Source: an optimization exercise on an open RTL-to-GDS flow (aim: small area). Production flows keep margins and buffers that such runs may drop. The RTL was checked by simulation tests, not by an equivalence proof against the original design. Power is estimated from default activity; no workload was simulated.

==> flow/design.v, too long to show whole: its modules and the start of the top module <==
// module conv3x3_window_mac: 3568 lines
module conv3x3_window_mac (
  input  logic        clk,
  input  logic        rst,
  input  logic        en,
  input  logic        clear,
  input  logic [7:0]  tap1,
  input  logic [7:0]  tap2,
  input  logic [7:0]  tap3,
  input  logic [7:0]  tap4,
  input  logic [7:0]  tap5,
  input  logic [7:0]  tap6,
  input  logic [7:0]  tap7,
  input  logic [7:0]  tap8,
  input  logic [7:0]  tap9,
  input  logic [71:0] weights,
  input  logic [15:0] bias,
  output logic [7:0]  out_data,
  output logic        out_valid,
  output logic [3:0]  out_row,
  output logic [3:0]  out_col,
  output logic        frame_done
);
  // ...
==> flow/flow/run.sh <==
#!/bin/bash
# Standard ORFS layout with three changes:
#  * after synthesis, flow/polopt.py re-chooses the polarity of each full adder and
#    two-input gate to drop the inverters that Yosys' adder extraction leaves between
#    adders, and puts the latest-arriving input of each full adder on its fastest pin
#    (registers and their names are untouched);
#  * the port buffers are plain sky130_fd_sc_hd__buf_1 cells (see BUFFER_PORTS_ARGS);
#  * clock tree synthesis inserts no dummy loads.
set -euo pipefail
R=orfs/results/sky130hd/conv3x3_window_mac/base
bash standard.sh synth > synth.log 2>&1
cp $R/1_2_yosys.v $R/1_2_yosys.std.v
python3 flow/polopt.py $R/1_2_yosys.std.v $R/1_2_yosys.v > polopt.log 2>&1
rm -f $R/1_synth.odb $R/1_synth.sdc
bash standard.sh finish "BUFFER_PORTS_ARGS=-buffer_cell sky130_fd_sc_hd__buf_1" \
  "CTS_ARGS=-sink_clustering_enable -repair_clock_nets -dont_use_dummy_load -buf_list sky130_fd_sc_hd__clkbuf_8" \
  > layout.log 2>&1
==> flow/standard.sh <==
#!/bin/bash
# synth_recipe.tcl (not shown) runs the flow's synth.tcl, then flattens the netlist and writes it again
# the make line also repeats each setting of config.mk as NAME=value (left out here)
make -C /OpenROAD-flow-scripts/flow DESIGN_CONFIG=/design/flow/config.mk WORK_HOME=/design/flow/orfs CLKGATE_MAP_FILE= SYNTH_SCRIPT=/design/flow/synth_recipe.tcl "${@:-finish}"
==> flow/config.mk <==
export PLATFORM = sky130hd
export DESIGN_NAME = conv3x3_window_mac
export DESIGN_NICKNAME = conv3x3_window_mac
export VERILOG_FILES = /design/flow/design.v
export SDC_FILE = /design/flow/constraint.sdc
export NUM_CORES = 4
export LEC_CHECK = 0
export CAP_MARGIN = 20
export CORE_MARGIN = 2
export CORE_UTILIZATION = 40
export CTS_BUF_LIST = sky130_fd_sc_hd__clkbuf_8
export GPL_TIMING_DRIVEN = 0
export SLEW_MARGIN = 20
==> flow/constraint.sdc <==
create_clock -name core_clock -period 6.5 [get_ports {clk}]
set_input_delay 1.3000 -clock core_clock [delete_from_list [all_inputs] [get_ports {clk}]]
set_output_delay 1.3000 -clock core_clock [all_outputs]
set_load 0.01 [all_outputs]
Not shown: flow/flow/polopt.py
==> flow_metrics.tcl, run 1 <==
set metrics [dict create \
    post_cts_buffers 0 \
    fillCellCount 3663 \
    hold_path_end "out_q[7]" \
    drive_above_1_share_pct 3.33 \
    fp.dieW_um 200 \
    numCtsBuffers 5 \
    r2r-start "x1_q[0]" \
    clkbuf_count 5 \
    seq_share_pct 6.73 \
    slowest_stage "fa_1" \
    final_util_pct 44.4 \
    tap_cells 511 \
    period_minus_slack_ns 6.40 \
    synth.net_count 2052 \
    reg_top3 "x1_q: 25 flops, out_q: 8 flops, y_q: 8 flops" \
    cp.depth 12 \
    num-nonclk-buffers 184 \
    status "timing/DRC/antenna clean" \
    clk_path_buf_depth 2 \
    grt_pass1_wl_um 77100 \
    dr.first_iter.drc_count 993 \
    diodes 0 \
    gr-total-overflow 0 \
    multi_input_area_share_pct 83.8 \
    finalWirelength_um 52200 \
    antenna_found_initial 0 \
    largest_register "x1_q" \
    final_common_cell "nand2_1" \
    worst_hold_path_type "reg -> reg" \
    hold_violations 0 \
    grt_pass1_vias 12403 \
    clock_sinks 53 \
    nNonClkInverters 37 \
    met3_usage_pct 5.68 \
    port_buffers 179 \
    clkTransAtPathRegs_ns 0.09 \
    fin_skew_ns 0.0218 \
    multiInputGateArea_um2 14100 \
    reg2reg_depth 15 \
    htree_levels 2 \
]
==> run 2: changes to the inputs <==
--- a/flow/design.v
+++ b/flow/design.v
@@ -1807,3 +1807,3 @@
   logic s1168;
-  logic [24:0] x1_q;
+  logic [22:0] x1_q;
   logic [19:7] h_sum;
@@ -2497,6 +2497,6 @@
   assign c111 = (c52 & c54) | (c56 & (c52 ^ c54));
-  assign s112 = c58 ^ c60 ^ s96;
-  assign c113 = (c58 & c60) | (s96 & (c58 ^ c60));
-  assign s114 = s98 ^ s100 ^ s102;
-  assign c115 = (s98 & s100) | (s102 & (s98 ^ s100));
+  assign s112 = c58 ^ c60 ^ s100;
+  assign c113 = (c58 & c60) | (s100 & (c58 ^ c60));
+  assign s114 = s96 ^ s98 ^ s102;
+  assign c115 = (s96 & s98) | (s102 & (s96 ^ s98));
   assign s116 = s104 ^ s106 ^ s108;
@@ -2560,6 +2560,6 @@
   assign c174 = (s149 & s151) | (s153 & (s149 ^ s151));
-  assign s175 = s155 ^ c97 ^ c99;
-  assign c176 = (s155 & c97) | (c99 & (s155 ^ c97));
-  assign s177 = c101 ^ c103 ^ c105;
-  assign c178 = (c101 & c103) | (c105 & (c101 ^ c103));
+  assign s175 = s155 ^ c101 ^ c97;
+  assign c176 = (s155 & c101) | (c97 & (s155 ^ c101));
+  assign s177 = c99 ^ c103 ^ c105;
+  assign c178 = (c99 & c103) | (c105 & (c99 ^ c103));
   assign s179 = c107 ^ c109 ^ s157;
@@ -3159,8 +3159,8 @@
   assign c773 = (pp1_4_6 & pp1_5_5) | (pp1_6_4 & (pp1_4_6 ^ pp1_5_5));
-  assign s774 = ~bias[10] ^ pp0_7_3 ^ pp1_7_3;
-  assign c775 = (~bias[10] & pp0_7_3) | (pp1_7_3 & (~bias[10] ^ pp0_7_3));
-  assign s776 = pp2_3_7 ^ pp2_4_6 ^ pp2_5_5;
-  assign c777 = (pp2_3_7 & pp2_4_6) | (pp2_5_5 & (pp2_3_7 ^ pp2_4_6));
-  assign s778 = pp2_6_4 ^ pp3_3_7 ^ pp3_4_6;
-  assign c779 = (pp2_6_4 & pp3_3_7) | (pp3_4_6 & (pp2_6_4 ^ pp3_3_7));
+  assign s774 = pp2_3_7 ^ pp2_4_6 ^ pp2_5_5;
+  assign c775 = (pp2_3_7 & pp2_4_6) | (pp2_5_5 & (pp2_3_7 ^ pp2_4_6));
+  assign s776 = pp2_6_4 ^ pp3_3_7 ^ pp3_4_6;
+  assign c777 = (pp2_6_4 & pp3_3_7) | (pp3_4_6 & (pp2_6_4 ^ pp3_3_7));
+  assign s778 = pp0_7_3 ^ pp1_7_3 ^ pp2_7_3;
+  assign c779 = (pp0_7_3 & pp1_7_3) | (pp2_7_3 & (pp0_7_3 ^ pp1_7_3));
   assign s780 = pp3_5_5 ^ pp3_6_4 ^ pp4_3_7;
@@ -3169,8 +3169,8 @@
   assign c783 = (pp4_4_6 & pp4_5_5) | (pp4_6_4 & (pp4_4_6 ^ pp4_5_5));
-  assign s784 = pp2_7_3 ^ pp3_7_3 ^ pp4_7_3;
-  assign c785 = (pp2_7_3 & pp3_7_3) | (pp4_7_3 & (pp2_7_3 ^ pp3_7_3));
-  assign s786 = pp5_3_7 ^ pp5_4_6 ^ pp5_5_5;
-  assign c787 = (pp5_3_7 & pp5_4_6) | (pp5_5_5 & (pp5_3_7 ^ pp5_4_6));
-  assign s788 = pp5_6_4 ^ pp6_3_7 ^ pp6_4_6;
-  assign c789 = (pp5_6_4 & pp6_3_7) | (pp6_4_6 & (pp5_6_4 ^ pp6_3_7));
+  assign s784 = pp5_3_7 ^ pp5_4_6 ^ pp5_5_5;
+  assign c785 = (pp5_3_7 & pp5_4_6) | (pp5_5_5 & (pp5_3_7 ^ pp5_4_6));
+  assign s786 = pp5_6_4 ^ pp6_3_7 ^ pp6_4_6;
+  assign c787 = (pp5_6_4 & pp6_3_7) | (pp6_4_6 & (pp5_6_4 ^ pp6_3_7));
+  assign s788 = pp3_7_3 ^ pp4_7_3 ^ pp5_7_3;
+  assign c789 = (pp3_7_3 & pp4_7_3) | (pp5_7_3 & (pp3_7_3 ^ pp4_7_3));
   assign s790 = pp6_5_5 ^ pp6_6_4 ^ pp7_3_7;
@@ -3179,6 +3179,6 @@
   assign c793 = (pp7_4_6 & pp7_5_5) | (pp7_6_4 & (pp7_4_6 ^ pp7_5_5));
-  assign s794 = pp5_7_3 ^ pp6_7_3 ^ pp7_7_3;
-  assign c795 = (pp5_7_3 & pp6_7_3) | (pp7_7_3 & (pp5_7_3 ^ pp6_7_3));
-  assign s796 = pp8_3_7 ^ pp8_4_6 ^ pp8_5_5;
-  assign c797 = (pp8_3_7 & pp8_4_6) | (pp8_5_5 & (pp8_3_7 ^ pp8_4_6));
+  assign s794 = pp8_3_7 ^ pp8_4_6 ^ pp8_5_5;
+  assign c795 = (pp8_3_7 & pp8_4_6) | (pp8_5_5 & (pp8_3_7 ^ pp8_4_6));
+  assign s796 = pp6_7_3 ^ pp7_7_3 ^ pp8_7_3;
+  assign c797 = (pp6_7_3 & pp7_7_3) | (pp8_7_3 & (pp6_7_3 ^ pp7_7_3));
   assign s798 = pp8_6_4 ^ c653 ^ c655;
@@ -3191,18 +3191,18 @@
   assign c805 = (c671 & c675) | (c677 & (c671 ^ c675));
-  assign s806 = pp8_7_3 ^ c661 ^ c673;
-  assign c807 = (pp8_7_3 & c661) | (c673 & (pp8_7_3 ^ c661));
-  assign s808 = c679 ^ c681 ^ c683;
-  assign c809 = (c679 & c681) | (c683 & (c679 ^ c681));
+  assign s806 = c679 ^ c681 ^ c683;
+  assign c807 = (c679 & c681) | (c683 & (c679 ^ c681));
+  assign s808 = c661 ^ c673 ^ c685;
+  assign c809 = (c661 & c673) | (c685 & (c661 ^ c673));
   assign s810 = c687 ^ s768 ^ s770;
   assign c811 = (c687 & s768) | (s770 & (c687 ^ s768));
-  assign s812 = s772 ^ s776 ^ s778;
-  assign c813 = (s772 & s776) | (s778 & (s772 ^ s776));
-  assign s814 = s780 ^ s782 ^ s786;
-  assign c815 = (s780 & s782) | (s786 & (s780 ^ s782));
-  assign s816 = c685 ^ s774 ^ s784;
-  assign c817 = (c685 & s774) | (s784 & (c685 ^ s774));
-  assign s818 = s788 ^ s790 ^ s792;
-  assign c819 = (s788 & s790) | (s792 & (s788 ^ s790));
-  assign s820 = s796 ^ c689 ^ c691;
-  assign c821 = (s796 & c689) | (c691 & (s796 ^ c689));
+  assign s812 = s772 ^ s774 ^ s776;
+  assign c813 = (s772 & s774) | (s776 & (s772 ^ s774));
+  assign s814 = s780 ^ s782 ^ s784;
+  assign c815 = (s780 & s782) | (s784 & (s780 ^ s782));
+  assign s816 = s786 ^ s790 ^ s792;
+  assign c817 = (s786 & s790) | (s792 & (s786 ^ s790));
+  assign s818 = s778 ^ s788 ^ s796;
+  assign c819 = (s778 & s788) | (s796 & (s778 ^ s788));
+  assign s820 = s794 ^ c689 ^ c691;
+  assign c821 = (s794 & c689) | (c691 & (s794 ^ c689));
   assign s822 = c693 ^ c695 ^ c699;
@@ -3213,44 +3213,44 @@
   assign c827 = (c707 & c711) | (c713 & (c707 ^ c711));
-  assign s828 = s794 ^ c697 ^ c709;
-  assign c829 = (s794 & c697) | (c709 & (s794 ^ c697));
-  assign s830 = s798 ^ s800 ^ s802;
-  assign c831 = (s798 & s800) | (s802 & (s798 ^ s800));
-  assign s832 = s804 ^ s808 ^ s810;
-  assign c833 = (s804 & s808) | (s810 & (s804 ^ s808));
-  assign s834 = s812 ^ s814 ^ s818;
-  assign c835 = (s812 & s814) | (s818 & (s812 ^ s814));
-  assign s836 = s806 ^ s816 ^ c723;
-  assign c837 = (s806 & s816) | (c723 & (s806 ^ s816));
-  assign s838 = c715 ^ c717 ^ c719;
-  assign c839 = (c715 & c717) | (c719 & (c715 ^ c717));
-  assign s840 = c721 ^ c725 ^ c727;
-  assign c841 = (c721 & c725) | (c727 & (c721 ^ c725));
-  assign s842 = s820 ^ s822 ^ c729;
-  assign c843 = (s820 & s822) | (c729 & (s820 ^ s822));
-  assign s844 = c731 ^ s824 ^ s826;
-  assign c845 = (c731 & s824) | (s826 & (c731 ^ s824));
-  assign s846 = s830 ^ s832 ^ s834;
-  assign c847 = (s830 & s832) | (s834 & (s830 ^ s832));
-  assign s848 = s828 ^ c739 ^ s836;
-  assign c849 = (s828 & c739) | (s836 & (s828 ^ c739));
-  assign s850 = c733 ^ c735 ^ c737;
-  assign c851 = (c733 & c735) | (c737 & (c733 ^ c735));
-  assign s852 = s838 ^ c741 ^ c743;
-  assign c853 = (s838 & c741) | (c743 & (s838 ^ c741));
-  assign s854 = s840 ^ s842 ^ c745;
-  assign c855 = (s840 & s842) | (c745 & (s840 ^ s842));
-  assign s856 = s844 ^ s846 ^ c747;
-  assign c857 = (s844 & s846) | (c747 & (s844 ^ s846));
-  assign s858 = c749 ^ c751 ^ s850;
-  assign c859 = (c749 & c751) | (s850 & (c749 ^ c751));
-  assign s860 = s852 ^ c753 ^ s854;
-  assign c861 = (s852 & c753) | (s854 & (s852 ^ c753));
-  assign s862 = s856 ^ c755 ^ c757;
-  assign c863 = (s856 & c755) | (c757 & (s856 ^ c755));
-  assign s864 = s848 ^ c759 ^ s858;
-  assign c865 = (s848 & c759) | (s858 & (s848 ^ c759));
-  assign s866 = s860 ^ c761 ^ s862;
-  assign c867 = (s860 & c761) | (s862 & (s860 ^ c761));
-  assign s868 = c763 ^ s866 ^ c765;
-  assign c869 = (c763 & s866) | (c765 & (c763 ^ s866));
+  assign s828 = s798 ^ s800 ^ s802;
+  assign c829 = (s798 & s800) | (s802 & (s798 ^ s800));
+  assign s830 = c697 ^ c709 ^ s808;
+  assign c831 = (c697 & c709) | (s808 & (c697 ^ c709));
+  assign s832 = s804 ^ s806 ^ s810;
+  assign c833 = (s804 & s806) | (s810 & (s804 ^ s806));
+  assign s834 = s812 ^ s814 ^ s816;
+  assign c835 = (s812 & s814) | (s816 & (s812 ^ s814));
+  assign s836 = c715 ^ c717 ^ c719;
+  assign c837 = (c715 & c717) | (c719 & (c715 ^ c717));
+  assign s838 = c721 ^ c725 ^ c727;
+  assign c839 = (c721 & c725) | (c727 & (c721 ^ c725));
+  assign s840 = s820 ^ s822 ^ c729;
+  assign c841 = (s820 & s822) | (c729 & (s820 ^ s822));
+  assign s842 = c731 ^ s824 ^ s826;
+  assign c843 = (c731 & s824) | (s826 & (c731 ^ s824));
+  assign s844 = s818 ^ c723 ^ s830;
+  assign c845 = (s818 & c723) | (s830 & (s818 ^ c723));
+  assign s846 = s828 ^ s832 ^ s834;
+  assign c847 = (s828 & s832) | (s834 & (s828 ^ s832));
+  assign s848 = c733 ^ c735 ^ c737;
+  assign c849 = (c733 & c735) | (c737 & (c733 ^ c735));
+  assign s850 = s836 ^ c741 ^ c743;
+  assign c851 = (s836 & c741) | (c743 & (s836 ^ c741));
+  assign s852 = s838 ^ s840 ^ c745;
+  assign c853 = (s838 & s840) | (c745 & (s838 ^ s840));
+  assign s854 = c739 ^ s844 ^ s842;
+  assign c855 = (c739 & s844) | (s842 & (c739 ^ s844));
+  assign s856 = s846 ^ c747 ^ c749;
+  assign c857 = (s846 & c747) | (c749 & (s846 ^ c747));
+  assign s858 = c751 ^ s848 ^ s850;
+  assign c859 = (c751 & s848) | (s850 & (c751 ^ s848));
+  assign s860 = c753 ^ s852 ^ s854;
+  assign c861 = (c753 & s852) | (s854 & (c753 ^ s852));
+  assign s862 = c755 ^ s856 ^ c757;
+  assign c863 = (c755 & s856) | (c757 & (c755 ^ s856));
+  assign s864 = c759 ^ s858 ^ s860;
+  assign c865 = (c759 & s858) | (s860 & (c759 ^ s858));
+  assign s866 = c761 ^ s862 ^ c763;
+  assign c867 = (c761 & s862) | (c763 & (c761 ^ s862));
+  assign s868 = s864 ^ c765 ^ s866;
+  assign c869 = (s864 & c765) | (s866 & (s864 ^ c765));
   assign s870 = 1'b1 ^ pp0_4_7 ^ pp0_5_6;
@@ -3261,6 +3261,6 @@
   assign c875 = (pp1_6_5 & pp2_4_7) | (pp2_5_6 & (pp1_6_5 ^ pp2_4_7));
-  assign s876 = ~bias[11] ^ pp0_7_4 ^ pp1_7_4;
-  assign c877 = (~bias[11] & pp0_7_4) | (pp1_7_4 & (~bias[11] ^ pp0_7_4));
-  assign s878 = pp2_6_5 ^ pp3_4_7 ^ pp3_5_6;
-  assign c879 = (pp2_6_5 & pp3_4_7) | (pp3_5_6 & (pp2_6_5 ^ pp3_4_7));
+  assign s876 = pp2_6_5 ^ pp3_4_7 ^ pp3_5_6;
+  assign c877 = (pp2_6_5 & pp3_4_7) | (pp3_5_6 & (pp2_6_5 ^ pp3_4_7));
+  assign s878 = pp0_7_4 ^ pp1_7_4 ^ pp2_7_4;
+  assign c879 = (pp0_7_4 & pp1_7_4) | (pp2_7_4 & (pp0_7_4 ^ pp1_7_4));
   assign s880 = pp3_6_5 ^ pp4_4_7 ^ pp4_5_6;
@@ -3269,6 +3269,6 @@
   assign c883 = (pp4_6_5 & pp5_4_7) | (pp5_5_6 & (pp4_6_5 ^ pp5_4_7));
-  assign s884 = pp2_7_4 ^ pp3_7_4 ^ pp4_7_4;
-  assign c885 = (pp2_7_4 & pp3_7_4) | (pp4_7_4 & (pp2_7_4 ^ pp3_7_4));
-  assign s886 = pp5_6_5 ^ pp6_4_7 ^ pp6_5_6;
-  assign c887 = (pp5_6_5 & pp6_4_7) | (pp6_5_6 & (pp5_6_5 ^ pp6_4_7));
+  assign s884 = pp5_6_5 ^ pp6_4_7 ^ pp6_5_6;
+  assign c885 = (pp5_6_5 & pp6_4_7) | (pp6_5_6 & (pp5_6_5 ^ pp6_4_7));
+  assign s886 = pp3_7_4 ^ pp4_7_4 ^ pp5_7_4;
+  assign c887 = (pp3_7_4 & pp4_7_4) | (pp5_7_4 & (pp3_7_4 ^ pp4_7_4));
   assign s888 = pp6_6_5 ^ pp7_4_7 ^ pp7_5_6;
@@ -3277,66 +3277,66 @@
   assign c891 = (pp7_6_5 & pp8_4_7) | (pp8_5_6 & (pp7_6_5 ^ pp8_4_7));
-  assign s892 = pp5_7_4 ^ pp6_7_4 ^ pp7_7_4;
-  assign c893 = (pp5_7_4 & pp6_7_4) | (pp7_7_4 & (pp5_7_4 ^ pp6_7_4));
+  assign s892 = pp6_7_4 ^ pp7_7_4 ^ pp8_7_4;
+  assign c893 = (pp6_7_4 & pp7_7_4) | (pp8_7_4 & (pp6_7_4 ^ pp7_7_4));
   assign s894 = pp8_6_5 ^ c769 ^ c771;
   assign c895 = (pp8_6_5 & c769) | (c771 & (pp8_6_5 ^ c769));
-  assign s896 = c773 ^ c777 ^ c779;
-  assign c897 = (c773 & c777) | (c779 & (c773 ^ c777));
-  assign s898 = c781 ^ c783 ^ c787;
-  assign c899 = (c781 & c783) | (c787 & (c781 ^ c783));
-  assign s900 = pp8_7_4 ^ c775 ^ c785;
-  assign c901 = (pp8_7_4 & c775) | (c785 & (pp8_7_4 ^ c775));
-  assign s902 = c789 ^ c791 ^ c793;
-  assign c903 = (c789 & c791) | (c793 & (c789 ^ c791));
-  assign s904 = c797 ^ s870 ^ s872;
-  assign c905 = (c797 & s870) | (s872 & (c797 ^ s870));
-  assign s906 = s874 ^ s878 ^ s880;
-  assign c907 = (s874 & s878) | (s880 & (s874 ^ s878));
-  assign s908 = s882 ^ s886 ^ s888;
-  assign c909 = (s882 & s886) | (s888 & (s882 ^ s886));
-  assign s910 = c795 ^ s876 ^ s884;
-  assign c911 = (c795 & s876) | (s884 & (c795 ^ s876));
+  assign s896 = c773 ^ c775 ^ c777;
+  assign c897 = (c773 & c775) | (c777 & (c773 ^ c775));
+  assign s898 = c781 ^ c783 ^ c785;
+  assign c899 = (c781 & c783) | (c785 & (c781 ^ c783));
+  assign s900 = c787 ^ c791 ^ c793;
+  assign c901 = (c787 & c791) | (c793 & (c787 ^ c791));
+  assign s902 = c779 ^ c789 ^ c797;
+  assign c903 = (c779 & c789) | (c797 & (c779 ^ c789));
+  assign s904 = c795 ^ s870 ^ s872;
+  assign c905 = (c795 & s870) | (s872 & (c795 ^ s870));
+  assign s906 = s874 ^ s876 ^ s880;
+  assign c907 = (s874 & s876) | (s880 & (s874 ^ s876));
+  assign s908 = s882 ^ s884 ^ s888;
+  assign c909 = (s882 & s884) | (s888 & (s882 ^ s884));
+  assign s910 = s878 ^ s886 ^ s892;
+  assign c911 = (s878 & s886) | (s892 & (s878 ^ s886));
   assign s912 = s890 ^ c799 ^ c801;
   assign c913 = (s890 & c799) | (c801 & (s890 ^ c799));
-  assign s914 = c803 ^ c805 ^ c809;
-  assign c915 = (c803 & c805) | (c809 & (c803 ^ c805));
+  assign s914 = c803 ^ c805 ^ c807;
+  assign c915 = (c803 & c805) | (c807 & (c803 ^ c805));
   assign s916 = c811 ^ c813 ^ c815;
   assign c917 = (c811 & c813) | (c815 & (c811 ^ c813));
-  assign s918 = s892 ^ c807 ^ c817;
-  assign c919 = (s892 & c807) | (c817 & (s892 ^ c807));
-  assign s920 = c819 ^ s894 ^ s896;
-  assign c921 = (c819 & s894) | (s896 & (c819 ^ s894));
-  assign s922 = s898 ^ s902 ^ s904;
-  assign c923 = (s898 & s902) | (s904 & (s898 ^ s902));
-  assign s924 = s900 ^ s906 ^ s908;
-  assign c925 = (s900 & s906) | (s908 & (s900 ^ s906));
+  assign s918 = c817 ^ s894 ^ s896;
+  assign c919 = (c817 & s894) | (s896 & (c817 ^ s894));
+  assign s920 = c809 ^ c819 ^ s902;
+  assign c921 = (c809 & c819) | (s902 & (c809 ^ c819));
+  assign s922 = s898 ^ s900 ^ s904;
+  assign c923 = (s898 & s900) | (s904 & (s898 ^ s900));
+  assign s924 = s906 ^ s908 ^ s910;
+  assign c925 = (s906 & s908) | (s910 & (s906 ^ s908));
   assign s926 = c821 ^ c823 ^ c825;
   assign c927 = (c821 & c823) | (c825 & (c821 ^ c823));
-  assign s928 = c827 ^ c831 ^ s912;
-  assign c929 = (c827 & c831) | (s912 & (c827 ^ c831));
-  assign s930 = s910 ^ c829 ^ s918;
-  assign c931 = (s910 & c829) | (s918 & (s910 ^ c829));
-  assign s932 = s914 ^ c833 ^ c835;
-  assign c933 = (s914 & c833) | (c835 & (s914 ^ c833));
-  assign s934 = s916 ^ s920 ^ s922;
-  assign c935 = (s916 & s920) | (s922 & (s916 ^ s920));
-  assign s936 = s924 ^ c839 ^ c841;
-  assign c937 = (s924 & c839) | (c841 & (s924 ^ c839));
-  assign s938 = c843 ^ s926 ^ c845;
-  assign c939 = (c843 & s926) | (c845 & (c843 ^ s926));
-  assign s940 = s928 ^ c847 ^ s932;
-  assign c941 = (s928 & c847) | (s932 & (s928 ^ c847));
-  assign s942 = c837 ^ s930 ^ s934;
-  assign c943 = (c837 & s930) | (s934 & (c837 ^ s930));
-  assign s944 = c851 ^ s936 ^ c853;
-  assign c945 = (c851 & s936) | (c853 & (c851 ^ s936));
-  assign s946 = c855 ^ s938 ^ s940;
-  assign c947 = (c855 & s938) | (s940 & (c855 ^ s938));
-  assign s948 = c857 ^ c859 ^ s944;
-  assign c949 = (c857 & c859) | (s944 & (c857 ^ c859));
-  assign s950 = c849 ^ s942 ^ c861;
-  assign c951 = (c849 & s942) | (c861 & (c849 ^ s942));
-  assign s952 = s946 ^ c863 ^ s948;
-  assign c953 = (s946 & c863) | (s948 & (s946 ^ c863));
-  assign s954 = c865 ^ s950 ^ c867;
-  assign c955 = (c865 & s950) | (c867 & (c865 ^ s950));
+  assign s928 = c827 ^ c829 ^ s912;
+  assign c929 = (c827 & c829) | (s912 & (c827 ^ c829));
+  assign s930 = s914 ^ c833 ^ c835;
+  assign c931 = (s914 & c833) | (c835 & (s914 ^ c833));
+  assign s932 = s916 ^ s918 ^ s922;
+  assign c933 = (s916 & s918) | (s922 & (s916 ^ s918));
+  assign s934 = c831 ^ s920 ^ s924;
+  assign c935 = (c831 & s920) | (s924 & (c831 ^ s920));
+  assign s936 = c837 ^ c839 ^ c841;
+  assign c937 = (c837 & c839) | (c841 & (c837 ^ c839));
+  assign s938 = s926 ^ c843 ^ s928;
+  assign c939 = (s926 & c843) | (s928 & (s926 ^ c843));
+  assign s940 = c847 ^ s930 ^ s932;
+  assign c941 = (c847 & s930) | (s932 & (c847 ^ s930));
+  assign s942 = c849 ^ c851 ^ s936;
+  assign c943 = (c849 & c851) | (s936 & (c849 ^ c851));
+  assign s944 = c845 ^ s934 ^ c855;
+  assign c945 = (c845 & s934) | (c855 & (c845 ^ s934));
+  assign s946 = c853 ^ s938 ^ s940;
+  assign c947 = (c853 & s938) | (s940 & (c853 ^ s938));
+  assign s948 = c857 ^ c859 ^ s942;
+  assign c949 = (c857 & c859) | (s942 & (c857 ^ c859));
+  assign s950 = s944 ^ c861 ^ s946;
+  assign c951 = (s944 & c861) | (s946 & (s944 ^ c861));
+  assign s952 = c863 ^ s948 ^ c865;
+  assign c953 = (c863 & s948) | (c865 & (c863 ^ s948));
+  assign s954 = s950 ^ c867 ^ s952;
+  assign c955 = (s950 & c867) | (s952 & (s950 ^ c867));
   assign s956 = pp0_5_7 ^ pp0_6_6 ^ pp1_5_7;
@@ -3345,4 +3345,4 @@
   assign c959 = (pp1_6_6 & pp2_5_7) | (pp2_6_6 & (pp1_6_6 ^ pp2_5_7));
-  assign s960 = ~bias[12] ^ pp0_7_5 ^ pp1_7_5;
-  assign c961 = (~bias[12] & pp0_7_5) | (pp1_7_5 & (~bias[12] ^ pp0_7_5));
+  assign s960 = pp0_7_5 ^ pp1_7_5 ^ pp2_7_5;
+  assign c961 = (pp0_7_5 & pp1_7_5) | (pp2_7_5 & (pp0_7_5 ^ pp1_7_5));
   assign s962 = pp3_5_7 ^ pp3_6_6 ^ pp4_5_7;
@@ -3351,4 +3351,4 @@
   assign c965 = (pp4_6_6 & pp5_5_7) | (pp5_6_6 & (pp4_6_6 ^ pp5_5_7));
-  assign s966 = pp2_7_5 ^ pp3_7_5 ^ pp4_7_5;
-  assign c967 = (pp2_7_5 & pp3_7_5) | (pp4_7_5 & (pp2_7_5 ^ pp3_7_5));
+  assign s966 = pp3_7_5 ^ pp4_7_5 ^ pp5_7_5;
+  assign c967 = (pp3_7_5 & pp4_7_5) | (pp5_7_5 & (pp3_7_5 ^ pp4_7_5));
   assign s968 = pp6_5_7 ^ pp6_6_6 ^ pp7_5_7;
@@ -3357,12 +3357,12 @@
   assign c971 = (pp7_6_6 & pp8_5_7) | (pp8_6_6 & (pp7_6_6 ^ pp8_5_7));
-  assign s972 = pp5_7_5 ^ pp6_7_5 ^ pp7_7_5;
-  assign c973 = (pp5_7_5 & pp6_7_5) | (pp7_7_5 & (pp5_7_5 ^ pp6_7_5));
+  assign s972 = pp6_7_5 ^ pp7_7_5 ^ pp8_7_5;
+  assign c973 = (pp6_7_5 & pp7_7_5) | (pp8_7_5 & (pp6_7_5 ^ pp7_7_5));
   assign s974 = c871 ^ c873 ^ c875;
   assign c975 = (c871 & c873) | (c875 & (c871 ^ c873));
-  assign s976 = c879 ^ c881 ^ c883;
-  assign c977 = (c879 & c881) | (c883 & (c879 ^ c881));
-  assign s978 = pp8_7_5 ^ c877 ^ c885;
-  assign c979 = (pp8_7_5 & c877) | (c885 & (pp8_7_5 ^ c877));
-  assign s980 = c887 ^ c889 ^ c891;
-  assign c981 = (c887 & c889) | (c891 & (c887 ^ c889));
+  assign s976 = c877 ^ c881 ^ c883;
+  assign c977 = (c877 & c881) | (c883 & (c877 ^ c881));
+  assign s978 = c885 ^ c889 ^ c891;
+  assign c979 = (c885 & c889) | (c891 & (c885 ^ c889));
+  assign s980 = c879 ^ c887 ^ c893;
+  assign c981 = (c879 & c887) | (c893 & (c879 ^ c887));
   assign s982 = s956 ^ s958 ^ s962;
@@ -3371,52 +3371,52 @@
   assign c985 = (s964 & s968) | (s970 & (s964 ^ s968));
-  assign s986 = c893 ^ s960 ^ s966;
-  assign c987 = (c893 & s960) | (s966 & (c893 ^ s960));
+  assign s986 = s960 ^ s966 ^ s972;
+  assign c987 = (s960 & s966) | (s972 & (s960 ^ s966));
   assign s988 = c895 ^ c897 ^ c899;
   assign c989 = (c895 & c897) | (c899 & (c895 ^ c897));
-  assign s990 = c903 ^ c905 ^ c907;
-  assign c991 = (c903 & c905) | (c907 & (c903 ^ c905));
+  assign s990 = c901 ^ c905 ^ c907;
+  assign c991 = (c901 & c905) | (c907 & (c901 ^ c905));
   assign s992 = c909 ^ s974 ^ s976;
   assign c993 = (c909 & s974) | (s976 & (c909 ^ s974));
-  assign s994 = s972 ^ c901 ^ c911;
-  assign c995 = (s972 & c901) | (c911 & (s972 ^ c901));
-  assign s996 = s980 ^ s982 ^ s984;
-  assign c997 = (s980 & s982) | (s984 & (s980 ^ s982));
-  assign s998 = s978 ^ s986 ^ c919;
-  assign c999 = (s978 & s986) | (c919 & (s978 ^ s986));
-  assign s1000 = c913 ^ c915 ^ c917;
-  assign c1001 = (c913 & c915) | (c917 & (c913 ^ c915));
-  assign s1002 = c921 ^ s988 ^ c923;
-  assign c1003 = (c921 & s988) | (c923 & (c921 ^ s988));
-  assign s1004 = c925 ^ s990 ^ s992;
-  assign c1005 = (c925 & s990) | (s992 & (c925 ^ s990));
-  assign s1006 = s994 ^ c931 ^ s998;
-  assign c1007 = (s994 & c931) | (s998 & (s994 ^ c931));
-  assign s1008 = s996 ^ c927 ^ c929;
-  assign c1009 = (s996 & c927) | (c929 & (s996 ^ c927));
-  assign s1010 = c933 ^ s1000 ^ c935;
-  assign c1011 = (c933 & s1000) | (c935 & (c933 ^ s1000));
-  assign s1012 = s1002 ^ s1004 ^ c937;
-  assign c1013 = (s1002 & s1004) | (c937 & (s1002 ^ s1004));
-  assign s1014 = c939 ^ s1008 ^ c941;
-  assign c1015 = (c939 & s1008) | (c941 & (c939 ^ s1008));
-  assign s1016 = s1006 ^ c943 ^ s1010;
-  assign c1017 = (s1006 & c943) | (s1010 & (s1006 ^ c943));
-  assign s1018 = s1012 ^ c945 ^ s1014;
-  assign c1019 = (s1012 & c945) | (s1014 & (s1012 ^ c945));
-  assign s1020 = c947 ^ c949 ^ s1018;
-  assign c1021 = (c947 & c949) | (s1018 & (c947 ^ c949));
-  assign s1022 = s1016 ^ c951 ^ c953;
-  assign c1023 = (s1016 & c951) | (c953 & (s1016 ^ c951));
+  assign s994 = c903 ^ c911 ^ s980;
+  assign c995 = (c903 & c911) | (s980 & (c903 ^ c911));
+  assign s996 = s978 ^ s982 ^ s984;
+  assign c997 = (s978 & s982) | (s984 & (s978 ^ s982));
+  assign s998 = c913 ^ c915 ^ c917;
+  assign c999 = (c913 & c915) | (c917 & (c913 ^ c915));
+  assign s1000 = c919 ^ s988 ^ c923;
+  assign c1001 = (c919 & s988) | (c923 & (c919 ^ s988));
+  assign s1002 = c925 ^ s990 ^ s992;
+  assign c1003 = (c925 & s990) | (s992 & (c925 ^ s990));
+  assign s1004 = s986 ^ c921 ^ s994;
+  assign c1005 = (s986 & c921) | (s994 & (s986 ^ c921));
+  assign s1006 = s996 ^ c927 ^ c929;
+  assign c1007 = (s996 & c927) | (c929 & (s996 ^ c927));
+  assign s1008 = c931 ^ s998 ^ c933;
+  assign c1009 = (c931 & s998) | (c933 & (c931 ^ s998));
+  assign s1010 = s1000 ^ c935 ^ s1004;
+  assign c1011 = (s1000 & c935) | (s1004 & (s1000 ^ c935));
+  assign s1012 = s1002 ^ c937 ^ s1006;
+  assign c1013 = (s1002 & c937) | (s1006 & (s1002 ^ c937));
+  assign s1014 = c939 ^ c941 ^ s1008;
+  assign c1015 = (c939 & c941) | (s1008 & (c939 ^ c941));
+  assign s1016 = c943 ^ s1012 ^ c947;
+  assign c1017 = (c943 & s1012) | (c947 & (c943 ^ s1012));
+  assign s1018 = s1010 ^ c945 ^ s1014;
+  assign c1019 = (s1010 & c945) | (s1014 & (s1010 ^ c945));
+  assign s1020 = c949 ^ s1016 ^ c951;
+  assign c1021 = (c949 & s1016) | (c951 & (c949 ^ s1016));
+  assign s1022 = s1018 ^ c953 ^ s1020;
+  assign c1023 = (s1018 & c953) | (s1020 & (s1018 ^ c953));
   assign s1024 = pp0_6_7 ^ pp1_6_7 ^ pp2_6_7;
   assign c1025 = (pp0_6_7 & pp1_6_7) | (pp2_6_7 & (pp0_6_7 ^ pp1_6_7));
-  assign s1026 = ~bias[13] ^ pp0_7_6 ^ pp1_7_6;
-  assign c1027 = (~bias[13] & pp0_7_6) | (pp1_7_6 & (~bias[13] ^ pp0_7_6));
+  assign s1026 = pp0_7_6 ^ pp1_7_6 ^ pp2_7_6;
+  assign c1027 = (pp0_7_6 & pp1_7_6) | (pp2_7_6 & (pp0_7_6 ^ pp1_7_6));
   assign s1028 = pp3_6_7 ^ pp4_6_7 ^ pp5_6_7;
   assign c1029 = (pp3_6_7 & pp4_6_7) | (pp5_6_7 & (pp3_6_7 ^ pp4_6_7));
-  assign s1030 = pp2_7_6 ^ pp3_7_6 ^ pp4_7_6;
-  assign c1031 = (pp2_7_6 & pp3_7_6) | (pp4_7_6 & (pp2_7_6 ^ pp3_7_6));
+  assign s1030 = pp3_7_6 ^ pp4_7_6 ^ pp5_7_6;
+  assign c1031 = (pp3_7_6 & pp4_7_6) | (pp5_7_6 & (pp3_7_6 ^ pp4_7_6));
   assign s1032 = pp6_6_7 ^ pp7_6_7 ^ pp8_6_7;
   assign c1033 = (pp6_6_7 & pp7_6_7) | (pp8_6_7 & (pp6_6_7 ^ pp7_6_7));
-  assign s1034 = pp5_7_6 ^ pp6_7_6 ^ pp7_7_6;
-  assign c1035 = (pp5_7_6 & pp6_7_6) | (pp7_7_6 & (pp5_7_6 ^ pp6_7_6));
+  assign s1034 = pp6_7_6 ^ pp7_7_6 ^ pp8_7_6;
+  assign c1035 = (pp6_7_6 & pp7_7_6) | (pp8_7_6 & (pp6_7_6 ^ pp7_7_6));
   assign s1036 = c957 ^ c959 ^ c963;
@@ -3425,135 +3425,135 @@
   assign c1039 = (c965 & c969) | (c971 & (c965 ^ c969));
-  assign s1040 = pp8_7_6 ^ c961 ^ c967;
-  assign c1041 = (pp8_7_6 & c961) | (c967 & (pp8_7_6 ^ c961));
+  assign s1040 = c961 ^ c967 ^ c973;
+  assign c1041 = (c961 & c967) | (c973 & (c961 ^ c967));
   assign s1042 = s1024 ^ s1028 ^ s1032;
   assign c1043 = (s1024 & s1028) | (s1032 & (s1024 ^ s1028));
-  assign s1044 = c973 ^ s1026 ^ s1030;
-  assign c1045 = (c973 & s1026) | (s1030 & (c973 ^ s1026));
-  assign s1046 = c975 ^ c977 ^ c981;
-  assign c1047 = (c975 & c977) | (c981 & (c975 ^ c977));
+  assign s1044 = s1026 ^ s1030 ^ s1034;
+  assign c1045 = (s1026 & s1030) | (s1034 & (s1026 ^ s1030));
+  assign s1046 = c975 ^ c977 ^ c979;
+  assign c1047 = (c975 & c977) | (c979 & (c975 ^ c977));
   assign s1048 = c983 ^ c985 ^ s1036;
   assign c1049 = (c983 & c985) | (s1036 & (c983 ^ c985));
-  assign s1050 = s1034 ^ c979 ^ c987;
-  assign c1051 = (s1034 & c979) | (c987 & (s1034 ^ c979));
-  assign s1052 = s1038 ^ s1040 ^ s1042;
-  assign c1053 = (s1038 & s1040) | (s1042 & (s1038 ^ s1040));
+  assign s1050 = c981 ^ c987 ^ s1040;
+  assign c1051 = (c981 & c987) | (s1040 & (c981 ^ c987));
+  assign s1052 = s1038 ^ s1042 ^ s1044;
+  assign c1053 = (s1038 & s1042) | (s1044 & (s1038 ^ s1042));
   assign s1054 = c989 ^ c991 ^ c993;
   assign c1055 = (c989 & c991) | (c993 & (c989 ^ c991));
-  assign s1056 = s1044 ^ c995 ^ s1050;
-  assign c1057 = (s1044 & c995) | (s1050 & (s1044 ^ c995));
-  assign s1058 = s1046 ^ c997 ^ s1048;
-  assign c1059 = (s1046 & c997) | (s1048 & (s1046 ^ c997));
-  assign s1060 = s1052 ^ c1001 ^ c1003;
-  assign c1061 = (s1052 & c1001) | (c1003 & (s1052 ^ c1001));
-  assign s1062 = c1005 ^ s1054 ^ s1058;
-  assign c1063 = (c1005 & s1054) | (s1058 & (c1005 ^ s1054));
-  assign s1064 = c999 ^ s1056 ^ c1007;
-  assign c1065 = (c999 & s1056) | (c1007 & (c999 ^ s1056));
-  assign s1066 = c1009 ^ c1011 ^ s1060;
-  assign c1067 = (c1009 & c1011) | (s1060 & (c1009 ^ c1011));
-  assign s1068 = s1062 ^ c1013 ^ c1015;
-  assign c1069 = (s1062 & c1013) | (c1015 & (s1062 ^ c1013));
-  assign s1070 = s1064 ^ c1017 ^ s1066;
-  assign c1071 = (s1064 & c1017) | (s1066 & (s1064 ^ c1017));
-  assign s1072 = c1019 ^ s1068 ^ s1070;
-  assign c1073 = (c1019 & s1068) | (s1070 & (c1019 ^ s1068));
-  assign s1074 = c1021 ^ s1072 ^ c1023;
-  assign c1075 = (c1021 & s1072) | (c1023 & (c1021 ^ s1072));
-  assign s1076 = ~bias[14] ^ pp0_7_7 ^ pp1_7_7;
-  assign c1077 = (~bias[14] & pp0_7_7) | (pp1_7_7 & (~bias[14] ^ pp0_7_7));
-  assign s1078 = pp2_7_7 ^ pp3_7_7 ^ pp4_7_7;
-  assign c1079 = (pp2_7_7 & pp3_7_7) | (pp4_7_7 & (pp2_7_7 ^ pp3_7_7));
-  assign s1080 = pp5_7_7 ^ pp6_7_7 ^ pp7_7_7;
-  assign c1081 = (pp5_7_7 & pp6_7_7) | (pp7_7_7 & (pp5_7_7 ^ pp6_7_7));
-  assign s1082 = c1025 ^ c1029 ^ c1033;
-  assign c1083 = (c1025 & c1029) | (c1033 & (c1025 ^ c1029));
-  assign s1084 = pp8_7_7 ^ c1027 ^ c1031;
-  assign c1085 = (pp8_7_7 & c1027) | (c1031 & (pp8_7_7 ^ c1027));
-  assign s1086 = c1035 ^ s1076 ^ s1078;
-  assign c1087 = (c1035 & s1076) | (s1078 & (c1035 ^ s1076));
-  assign s1088 = c1037 ^ c1039 ^ c1043;
-  assign c1089 = (c1037 & c1039) | (c1043 & (c1037 ^ c1039));
-  assign s1090 = s1080 ^ c1041 ^ c1045;
-  assign c1091 = (s1080 & c1041) | (c1045 & (s1080 ^ c1041));
-  assign s1092 = s1082 ^ s1084 ^ s1086;
-  assign c1093 = (s1082 & s1084) | (s1086 & (s1082 ^ s1084));
-  assign s1094 = c1047 ^ c1049 ^ c1053;
-  assign c1095 = (c1047 & c1049) | (c1053 & (c1047 ^ c1049));
-  assign s1096 = c1051 ^ s1090 ^ s1092;
-  assign c1097 = (c1051 & s1090) | (s1092 & (c1051 ^ s1090));
-  assign s1098 = s1088 ^ c1055 ^ c1059;
-  assign c1099 = (s1088 & c1055) | (c1059 & (s1088 ^ c1055));
-  assign s1100 = c1057 ^ s1094 ^ s1096;
-  assign c1101 = (c1057 & s1094) | (s1096 & (c1057 ^ s1094));
-  assign s1102 = c1061 ^ c1063 ^ s1098;
-  assign c1103 = (c1061 & c1063) | (s1098 & (c1061 ^ c1063));
-  assign s1104 = s1100 ^ c1065 ^ c1067;
-  assign c1105 = (s1100 & c1065) | (c1067 & (s1100 ^ c1065));
-  assign s1106 = s1102 ^ c1069 ^ s1104;
-  assign c1107 = (s1102 & c1069) | (s1104 & (s1102 ^ c1069));
-  assign s1108 = c1071 ^ s1106 ^ c1073;
-  assign c1109 = (c1071 & s1106) | (c1073 & (c1071 ^ s1106));
-  assign s1110 = c1077 ^ c1079 ^ c1081;
-  assign c1111 = (c1077 & c1079) | (c1081 & (c1077 ^ c1079));
-  assign s1112 = c1085 ^ c1087 ^ s1110;
-  assign c1113 = (c1085 & c1087) | (s1110 & (c1085 ^ c1087));
-  assign s1114 = bias[15] ^ c1083 ^ c1089;
-  assign c1115 = (bias[15] & c1083) | (c1089 & (bias[15] ^ c1083));
-  assign s1116 = c1091 ^ c1093 ^ s1112;
-  assign c1117 = (c1091 & c1093) | (s1112 & (c1091 ^ c1093));
-  assign s1118 = s1114 ^ c1095 ^ c1097;
-  assign c1119 = (s1114 & c1095) | (c1097 & (s1114 ^ c1095));
-  assign s1120 = s1116 ^ c1099 ^ c1101;
-  assign c1121 = (s1116 & c1099) | (c1101 & (s1116 ^ c1099));
-  assign s1122 = s1118 ^ c1103 ^ s1120;
-  assign c1123 = (s1118 & c1103) | (s1120 & (s1118 ^ c1103));
-  assign s1124 = c1105 ^ s1122 ^ c1107;
-  assign c1125 = (c1105 & s1122) | (c1107 & (c1105 ^ s1122));
-  assign s1126 = 1'b1 ^ c1111 ^ c1113;
-  assign c1127 = (1'b1 & c1111) | (c1113 & (1'b1 ^ c1111));
-  assign s1128 = c1115 ^ c1117 ^ s1126;
-  assign c1129 = (c1115 & c1117) | (s1126 & (c1115 ^ c1117));
-  assign s1130 = c1119 ^ s1128 ^ c1121;
-  assign c1131 = (c1119 & s1128) | (c1121 & (c1119 ^ s1128));
-  assign s1132 = s1130 ^ c1123 ^ c1125;
-  assign c1133 = (s1130 & c1123) | (c1125 & (s1130 ^ c1123));
-  assign s1134 = 1'b1 ^ c1127 ^ c1129;
-  assign c1135 = (1'b1 & c1127) | (c1129 & (1'b1 ^ c1127));
-  assign s1136 = x1_q[0] ^ x1_q[1];
-  assign c1137 = x1_q[0] & x1_q[1];
-  assign s1138 = x1_q[2] ^ x1_q[3] ^ c1137;
-  assign c1139 = (x1_q[2] & x1_q[3]) | (c1137 & (x1_q[2] ^ x1_q[3]));
-  assign s1140 = x1_q[4] ^ x1_q[5] ^ c1139;
-  assign c1141 = (x1_q[4] & x1_q[5]) | (c1139 & (x1_q[4] ^ x1_q[5]));
-  assign s1142 = x1_q[6] ^ x1_q[7] ^ x1_q[8];
-  assign c1143 = (x1_q[6] & x1_q[7]) | (x1_q[8] & (x1_q[6] ^ x1_q[7]));
-  assign s1144 = s1142 ^ c1141;
-  assign c1145 = s1142 & c1141;
-  assign s1146 = x1_q[9] ^ x1_q[10] ^ x1_q[11];
-  assign c1147 = (x1_q[9] & x1_q[10]) | (x1_q[11] & (x1_q[9] ^ x1_q[10]));
+  assign s1056 = s1046 ^ c997 ^ s1048;
+  assign c1057 = (s1046 & c997) | (s1048 & (s1046 ^ c997));
+  assign s1058 = c995 ^ s1050 ^ s1052;
+  assign c1059 = (c995 & s1050) | (s1052 & (c995 ^ s1050));
+  assign s1060 = c999 ^ c1001 ^ c1003;
+  assign c1061 = (c999 & c1001) | (c1003 & (c999 ^ c1001));
+  assign s1062 = c1005 ^ s1054 ^ s1056;
+  assign c1063 = (c1005 & s1054) | (s1056 & (c1005 ^ s1054));
+  assign s1064 = c1007 ^ c1009 ^ s1060;
+  assign c1065 = (c1007 & c1009) | (s1060 & (c1007 ^ c1009));
+  assign s1066 = s1058 ^ c1011 ^ s1062;
+  assign c1067 = (s1058 & c1011) | (s1062 & (s1058 ^ c1011));
+  assign s1068 = c1013 ^ c1015 ^ s1064;
+  assign c1069 = (c1013 & c1015) | (s1064 & (c1013 ^ c1015));
+  assign s1070 = s1066 ^ c1017 ^ c1019;
+  assign c1071 = (s1066 & c1017) | (c1019 & (s1066 ^ c1017));
+  assign s1072 = s1068 ^ c1021 ^ s1070;
+  assign c1073 = (s1068 & c1021) | (s1070 & (s1068 ^ c1021));
+  assign s1074 = pp0_7_7 ^ pp1_7_7 ^ pp2_7_7;
+  assign c1075 = (pp0_7_7 & pp1_7_7) | (pp2_7_7 & (pp0_7_7 ^ pp1_7_7));
+  assign s1076 = pp3_7_7 ^ pp4_7_7 ^ pp5_7_7;
+  assign c1077 = (pp3_7_7 & pp4_7_7) | (pp5_7_7 & (pp3_7_7 ^ pp4_7_7));
+  assign s1078 = pp6_7_7 ^ pp7_7_7 ^ pp8_7_7;
+  assign c1079 = (pp6_7_7 & pp7_7_7) | (pp8_7_7 & (pp6_7_7 ^ pp7_7_7));
+  assign s1080 = c1025 ^ c1029 ^ c1033;
+  assign c1081 = (c1025 & c1029) | (c1033 & (c1025 ^ c1029));
+  assign s1082 = c1027 ^ c1031 ^ c1035;
+  assign c1083 = (c1027 & c1031) | (c1035 & (c1027 ^ c1031));
+  assign s1084 = s1074 ^ s1076 ^ s1078;
+  assign c1085 = (s1074 & s1076) | (s1078 & (s1074 ^ s1076));
+  assign s1086 = c1037 ^ c1039 ^ c1043;
+  assign c1087 = (c1037 & c1039) | (c1043 & (c1037 ^ c1039));
+  assign s1088 = c1041 ^ c1045 ^ s1082;
+  assign c1089 = (c1041 & c1045) | (s1082 & (c1041 ^ c1045));
+  assign s1090 = s1080 ^ c1047 ^ c1049;
+  assign c1091 = (s1080 & c1047) | (c1049 & (s1080 ^ c1047));
+  assign s1092 = s1084 ^ c1051 ^ s1088;
+  assign c1093 = (s1084 & c1051) | (s1088 & (s1084 ^ c1051));
+  assign s1094 = s1086 ^ c1053 ^ c1055;
+  assign c1095 = (s1086 & c1053) | (c1055 & (s1086 ^ c1053));
+  assign s1096 = s1090 ^ c1057 ^ c1059;
+  assign c1097 = (s1090 & c1057) | (c1059 & (s1090 ^ c1057));
+  assign s1098 = c1061 ^ s1094 ^ c1063;
+  assign c1099 = (c1061 & s1094) | (c1063 & (c1061 ^ s1094));
+  assign s1100 = s1096 ^ c1065 ^ s1098;
+  assign c1101 = (s1096 & c1065) | (s1098 & (s1096 ^ c1065));
+  assign s1102 = s1092 ^ c1067 ^ c1069;
+  assign c1103 = (s1092 & c1067) | (c1069 & (s1092 ^ c1067));
+  assign s1104 = s1100 ^ c1071 ^ s1102;
+  assign c1105 = (s1100 & c1071) | (s1102 & (s1100 ^ c1071));
+  assign s1106 = c1075 ^ c1077 ^ c1079;
+  assign c1107 = (c1075 & c1077) | (c1079 & (c1075 ^ c1077));
+  assign s1108 = c1083 ^ c1085 ^ s1106;
+  assign c1109 = (c1083 & c1085) | (s1106 & (c1083 ^ c1085));
+  assign s1110 = c1081 ^ c1087 ^ c1089;
+  assign c1111 = (c1081 & c1087) | (c1089 & (c1081 ^ c1087));
+  assign s1112 = s1108 ^ c1091 ^ c1093;
+  assign c1113 = (s1108 & c1091) | (c1093 & (s1108 ^ c1091));
+  assign s1114 = s1110 ^ c1095 ^ c1097;
+  assign c1115 = (s1110 & c1095) | (c1097 & (s1110 ^ c1095));
+  assign s1116 = s1112 ^ c1099 ^ s1114;
+  assign c1117 = (s1112 & c1099) | (s1114 & (s1112 ^ c1099));
+  assign s1118 = c1101 ^ s1116 ^ c1103;
+  assign c1119 = (c1101 & s1116) | (c1103 & (c1101 ^ s1116));
+  assign s1120 = 1'b1 ^ c1107 ^ c1109;
+  assign c1121 = (1'b1 & c1107) | (c1109 & (1'b1 ^ c1107));
+  assign s1122 = c1111 ^ s1120 ^ c1113;
+  assign c1123 = (c1111 & s1120) | (c1113 & (c1111 ^ s1120));
+  assign s1124 = s1122 ^ c1115 ^ c1117;
+  assign c1125 = (s1122 & c1115) | (c1117 & (s1122 ^ c1115));
+  assign s1126 = 1'b1 ^ c1121 ^ c1123;
+  assign c1127 = (1'b1 & c1121) | (c1123 & (1'b1 ^ c1121));
+  assign s1128 = x1_q[0] ^ x1_q[1];
+  assign c1129 = x1_q[0] & x1_q[1];
+  assign s1130 = x1_q[2] ^ x1_q[3] ^ c1129;
+  assign c1131 = (x1_q[2] & x1_q[3]) | (c1129 & (x1_q[2] ^ x1_q[3]));
+  assign s1132 = x1_q[4] ^ x1_q[5] ^ c1131;
+  assign c1133 = (x1_q[4] & x1_q[5]) | (c1131 & (x1_q[4] ^ x1_q[5]));
+  assign s1134 = x1_q[6] ^ x1_q[7] ^ c1133;
+  assign c1135 = (x1_q[6] & x1_q[7]) | (c1133 & (x1_q[6] ^ x1_q[7]));
+  assign s1136 = ~bias[10] ^ s1134;
+  assign c1137 = ~bias[10] & s1134;
+  assign s1138 = x1_q[8] ^ x1_q[9] ^ ~bias[11];
+  assign c1139 = (x1_q[8] & x1_q[9]) | (~bias[11] & (x1_q[8] ^ x1_q[9]));
+  assign s1140 = c1135 ^ s1138 ^ c1137;
+  assign c1141 = (c1135 & s1138) | (c1137 & (c1135 ^ s1138));
+  assign s1142 = x1_q[10] ^ x1_q[11] ^ ~bias[12];
+  assign c1143 = (x1_q[10] & x1_q[11]) | (~bias[12] & (x1_q[10] ^ x1_q[11]));
+  assign s1144 = c1139 ^ s1142 ^ c1141;
+  assign c1145 = (c1139 & s1142) | (c1141 & (c1139 ^ s1142));
+  assign s1146 = x1_q[12] ^ x1_q[13] ^ ~bias[13];
+  assign c1147 = (x1_q[12] & x1_q[13]) | (~bias[13] & (x1_q[12] ^ x1_q[13]));
   assign s1148 = c1143 ^ s1146 ^ c1145;
   assign c1149 = (c1143 & s1146) | (c1145 & (c1143 ^ s1146));
-  assign s1150 = x1_q[12] ^ x1_q[13] ^ x1_q[14];
-  assign c1151 = (x1_q[12] & x1_q[13]) | (x1_q[14] & (x1_q[12] ^ x1_q[13]));
+  assign s1150 = x1_q[14] ^ x1_q[15] ^ ~bias[14];
+  assign c1151 = (x1_q[14] & x1_q[15]) | (~bias[14] & (x1_q[14] ^ x1_q[15]));
   assign s1152 = c1147 ^ s1150 ^ c1149;
   assign c1153 = (c1147 & s1150) | (c1149 & (c1147 ^ s1150));
-  assign s1154 = x1_q[15] ^ c1151 ^ c1153;
-  assign c1155 = (x1_q[15] & c1151) | (c1153 & (x1_q[15] ^ c1151));
-  assign s1156 = x1_q[16] ^ x1_q[17] ^ c1155;
-  assign c1157 = (x1_q[16] & x1_q[17]) | (c1155 & (x1_q[16] ^ x1_q[17]));
-  assign s1158 = x1_q[18] ^ x1_q[19] ^ c1157;
-  assign c1159 = (x1_q[18] & x1_q[19]) | (c1157 & (x1_q[18] ^ x1_q[19]));
-  assign s1160 = x1_q[20] ^ c1159;
-  assign c1161 = x1_q[20] & c1159;
-  assign s1162 = x1_q[21] ^ x1_q[22] ^ x1_q[23];
-  assign c1163 = (x1_q[21] & x1_q[22]) | (x1_q[23] & (x1_q[21] ^ x1_q[22]));
+  assign s1154 = x1_q[16] ^ x1_q[17] ^ bias[15];
+  assign c1155 = (x1_q[16] & x1_q[17]) | (bias[15] & (x1_q[16] ^ x1_q[17]));
+  assign s1156 = c1151 ^ s1154 ^ c1153;
+  assign c1157 = (c1151 & s1154) | (c1153 & (c1151 ^ s1154));
+  assign s1158 = x1_q[18] ^ x1_q[19] ^ c1155;
+  assign c1159 = (x1_q[18] & x1_q[19]) | (c1155 & (x1_q[18] ^ x1_q[19]));
+  assign s1160 = s1158 ^ c1157;
+  assign c1161 = s1158 & c1157;
+  assign s1162 = x1_q[20] ^ x1_q[21] ^ c1159;
+  assign c1163 = (x1_q[20] & x1_q[21]) | (c1159 & (x1_q[20] ^ x1_q[21]));
   assign s1164 = s1162 ^ c1161;
   assign c1165 = s1162 & c1161;
-  assign s1166 = x1_q[24] ^ c1163 ^ c1165;
-  assign c1167 = (x1_q[24] & c1163) | (c1165 & (x1_q[24] ^ c1163));
+  assign s1166 = x1_q[22] ^ c1163 ^ c1165;
+  assign c1167 = (x1_q[22] & c1163) | (c1165 & (x1_q[22] ^ c1163));
   assign s1168 = 1'b1 ^ c1167;
   always_ff @(posedge clk) begin
-    x1_q <= {c1135, c1133, c1131, s1134, s1132, c1109, s1124, c1075, s1108, s1074, s1022, c955, s1020, c869, s954, s952, s868, c767, s864, s766, c651, s650, c525, s524, c399};
+    x1_q <= {c1127, c1125, s1126, c1119, s1124, c1105, s1118, s1104, c1073, s1072, c1023, s1022, c955, s954, c869, s868, c767, s766, c651, s650, c525, s524, c399};
   end
-  assign h_sum = {s1168, s1166, s1164, s1160, s1158, s1156, s1154, s1152, s1148, s1144, s1140, s1138, s1136};
+  assign h_sum = {s1168, s1166, s1164, s1160, s1156, s1152, s1148, s1144, s1140, s1136, s1132, s1130, s1128};
   logic [7:0] sat;
--- a/flow/flow/run.sh
+++ b/flow/flow/run.sh
@@ -4,4 +4,3 @@
 #    two-input gate to drop the inverters that Yosys' adder extraction leaves between
-#    adders, and puts the latest-arriving input of each full adder on its fastest pin
-#    (registers and their names are untouched);
+#    adders (registers and their names are untouched);
 #  * the port buffers are plain sky130_fd_sc_hd__buf_1 cells (see BUFFER_PORTS_ARGS);
--- a/flow/flow/polopt.py
+++ b/flow/flow/polopt.py
@@ -326,53 +326,2 @@
 
-# ---- full-adder pin order: latest-arriving input on CIN, next on B ----
-# A rough arrival-time estimate (ns from the clock edge); the pins of a full adder
-# are interchangeable, and CIN is its fastest input, then B, then A.
-DEL = {'fa': {'A': 0.52, 'B': 0.50, 'CIN': 0.47}}
-arr_cache = {}
-newdrv = {}
-for ci, c in enumerate(cells):
-    if ci in removable:
-        continue
-    for p, n in c['pins']:
-        if p in OUTS:
-            newdrv[norm(n)] = (ci, p)
-for nn, r in extra:
-    newdrv[nn] = ('inv', r)
-def arrival(n):
-    if n in arr_cache:
-        return arr_cache[n]
-    arr_cache[n] = 0.0
-    d = newdrv.get(n)
-    if d is None:
-        t = 1.9          # input port through its buffer
-    elif d[0] == 'inv':
-        t = arrival(d[1]) + 0.08
-    else:
-        c = cells[d[0]]
-        k = kind(c)
-        if c['type'].startswith('df'):
-            t = 0.75
-        else:
-            ins = [(p, norm(x)) for p, x in c['pins'] if p not in OUTS]
-            if k == 'fa':
-                t = max(arrival(x) + DEL['fa'].get(p, 0.5) for p, x in ins)
-            else:
-                t = max([arrival(x) for p, x in ins] + [0.0]) + 0.2
-    arr_cache[n] = t
-    return t
-swaps = 0
-order = sorted((ci for ci in range(len(cells)) if ci not in removable and kind(cells[ci]) == 'fa'),
-               key=lambda ci: max(arrival(norm(n)) for p, n in cells[ci]['pins'] if p not in OUTS))
-for ci in order:
-    c = cells[ci]
-    ins = [n for p, n in c['pins'] if p in ('A', 'B', 'CIN')]
-    ins.sort(key=lambda n: arrival(norm(n)))
-    want = {'A': ins[0], 'B': ins[1], 'CIN': ins[2]}
-    newpins = [[p, want.get(p, n)] for p, n in c['pins']]
-    if newpins != c['pins']:
-        swaps += 1
-    c['pins'] = newpins
-    arr_cache.clear()
-sys.stderr.write('polopt: reordered the inputs of %d full adders\n' % swaps)
-
 def fmt_net(n):
--- a/flow/config.mk
+++ b/flow/config.mk
@@ -9,3 +9,3 @@
 export CORE_MARGIN = 2
-export CORE_UTILIZATION = 40
+export CORE_UTILIZATION = 60
 export CTS_BUF_LIST = sky130_fd_sc_hd__clkbuf_8
==> flow_metrics.tcl, run 2 <==
set metrics [dict create \
    cts_tree "done" \
    powerDensity_nw_per_um2 677 \
    initial_core_util_pct 61.0 \
    dr.first_iter.drc_count 1364 \
    whs_ns 0.329 \
    reg_top3 "x1_q: 23 flops, out_q: 8 flops, y_q: 8 flops" \
    cp.required_ns 6.67 \
    die_area_um2 26800 \
    largest_register_ffs 23 \
    drtAntennaViolNets 0 \
    min_period_over_period_pct 98.6 \
    period_minus_slack_ns 6.41 \
    path_cells "buf_1 -> nand2_1 -> fa_1 -> fa_1 -> fa_1 -> fa_1 -> fa_1 -> fa_1 -> fa_1 -> fa_1 -> fa_1" \
    critical_path_class "in -> reg" \
    maxCapViolCount 0 \
    finalNetCount 2237 \
    slowest_stage "fa_1" \
    antenna_found_initial 1 \
    wl_met1_um 16100 \
    slew_headroom_pct 43.8 \
    status "timing/DRC/antenna clean" \
    die_h_um 164 \
    cpPeakStageDelay_ns 0.70 \
    synth.net_count 2049 \
    vias 11357 \
    diodes 0 \
    drc 0 \
    synthCells 1314 \
    fin_skew_ns 0.0237 \
    port_buffers 181 \
    crit_buf_inv 1 \
    dp_hpwl_um 45200 \
    cp_top_family "adder cells" \
    crit_path_start_kind "input pin" \
    cp.depth 11 \
    finalSetupTns_ns 0 \
    post_cts_buffers 0 \
    grt_pass1_wl_um 75300 \
    grt_usage_pct 40.7 \
    wire_per_inst_um 27.8 \
    worst_slew_pin_slew_ns 0.843 \
    critPathMaxFanout 8 \
    gr-total-overflow 0 \
    r2r-start "x1_q[0]" \
    hp-start "y_q[6]" \
    io_pins 182 \
    worst_hold_path_type "reg -> reg" \
    critPathMostFrequentCell "fa_1" \
    hold_violations 0 \
    highest_layer "met5" \
    grt_pass1_vias 12540 \
    crit_path_end_kind "register" \
    whs_path_depth 0 \
    wl_met3_um 5580 \
    hold_path_end "out_q[6]" \
    yosys_warnings 2 \
    critPathLaunch "tap4[4]" \
    power_mw 11.1 \
    numCtsBuffers 5 \
    clk_path_buf_depth 2 \
    core_um2 25100 \
    rsz0062_at_grt "false" \
    final_util_pct 65.6 \
    cts-root-buf "clkbuf_8" \
    reg2reg_depth 16 \
    syn_area_um2 15300 \
    gp_congestion 1.06 \
    setup_viol 0 \
    wl_met2_um 24400 \
    htree_levels 2 \
    maxSlewViolCount 0 \
    clock_sinks 51 \
    clk_latency_ns 0.31 \
    cp_data_arrival_time_ns 6.58 \
    final_cell_mix "582 x nand2_1, 565 x fa_1, 181 x buf_1" \
    fp.dieW_um 164 \
    final_common_cell "nand2_1" \
    area_growth_syn_to_layout_pct 7.59 \
    firstDrtPassIters 6 \
    ir_drop_uv 1120 \
    max_freq_ghz 0.156 \
    drive_above_1_share_pct 1.20 \
    timing.rr.end "y_q[5]" \
    p_leak_nw 5.57 \
    grt_max_degree 17 \
    largest_register "x1_q" \
    viasPerCell 6.21 \
    avgSynthCellArea_um2 11.6 \
    rows 58 \
    finalWirelength_um 50900 \
    reg2reg_slack_ns 0.41 \
    clkTransAtPathRegs_ns 0.06 \
]
[run 2: cell types whose count changed in the layout (fill, tap and decap cells not counted), sizes merged]
cell,before,now
a22oi,0,1
a2bb2oi,1,0
a32o,1,0
and3,1,2
buf,145,181
clkbuf,44,8
dfxtp,41,39
o2111ai,0,1
[run 2: per-stage QoR]
step / cells / setup slack, ns / cell area (um^2)
3_5_place_dp: 1825 / -0.178 / 16400
3_3_place_gp: 1825 / -0.165 / 16400
5_1_grt: 1830 / 0.0435 / 16500
2_1_floorplan: 1314 / 0.762 / 15300
6_report: 1830 / 0.0930 / 16500
4_1_cts: 1830 / 0.137 / 16500
[run 2: power by group]
group | internal [mW] | switching (mW)
registers | 0.778 | 0.0489
logic | 4.71 | 5.44
clock network | 0.0696 | 0.0979
total | 5.56 | 5.59
[run 2: layout make-up]
| cell class | count | area [um^2] |
|---|---|---|
| plain buffers | 3 | 11.3 |
| clock buffers | 5 | 68.8 |
| fillers | 2046 | 8640 |
| inverters | 37 | 139 |
| multi-input cells | 1223 | 14100 |
| flip-flops and latches | 51 | 1090 |
| well taps | 330 | 413 |
| repair buffers | 181 | 681 |
[run 2: worst reg2reg max path: stages, from the launching register on]
cell      delay [ns]
dfxtp_1         0.32
ha_1            0.20
fa_1            0.38
fa_1            0.39
fa_1            0.44
ha_1            0.22
fa_1            0.47
fa_1            0.48
fa_1            0.47
fa_1            0.47
fa_1            0.44
ha_1            0.22
ha_1            0.22
fa_1            0.49
and4b_1         0.19
clkbuf_1        0.38
a21oi_1         0.15
[run 2: repair_timing]
action	CTS	global route
gates resized for setup	0	1
endpoints found under the hold margin	0	0
hold buffers	0	0
setup endpoints to repair	0	1
[run 2: how the worst max path moves through the flow]
stage,slack (ns),end
3_3_place_gp,-0.17,x1_q[11]
5_1_grt,0.04,x1_q[11]
4_1_cts,0.14,x1_q[11]
2_1_floorplan,0.76,x1_q[5]
3_5_place_dp,-0.18,x1_q[11]
6_report,0.09,x1_q[11]
[run 2: layer usage]
metal  up-vias  GRT usage (%)
met5         -          0.568
met4         2           28.5
met3       240           7.15
met2       923           64.8
met1      5863           51.4
li1       4329              -

==> afterwards: timing with drivers on the ports <==
How much do the figures lean on ideal ports? The routed layouts below were timed once more, with nothing changed but the port constraints. Step 1 assumes that a clkbuf_16 drives the clock port and a buf_2 every other input. Step 2 also shifts input and output timing later by t, the mid clock arrival at the registers, as if the neighbouring blocks saw the same clock. Slacks: ideal / step 1 / step 2; pairs: ideal / step 1.
run | shift t [ns] | setup WS [ns] | pins driven straight from the clock port
run 1 | 0.336 | 0.105 / 0.108 / -0.228 | 1
run 2 | 0.336 | 0.093 / 0.093 / -0.243 | 1
With both steps, setup timing fails in run 1 and run 2, where it was met with ideal ports. The setup slack of run 2, which loses most, moves by 0.000 ns with the drivers and by -0.336 ns with both steps.
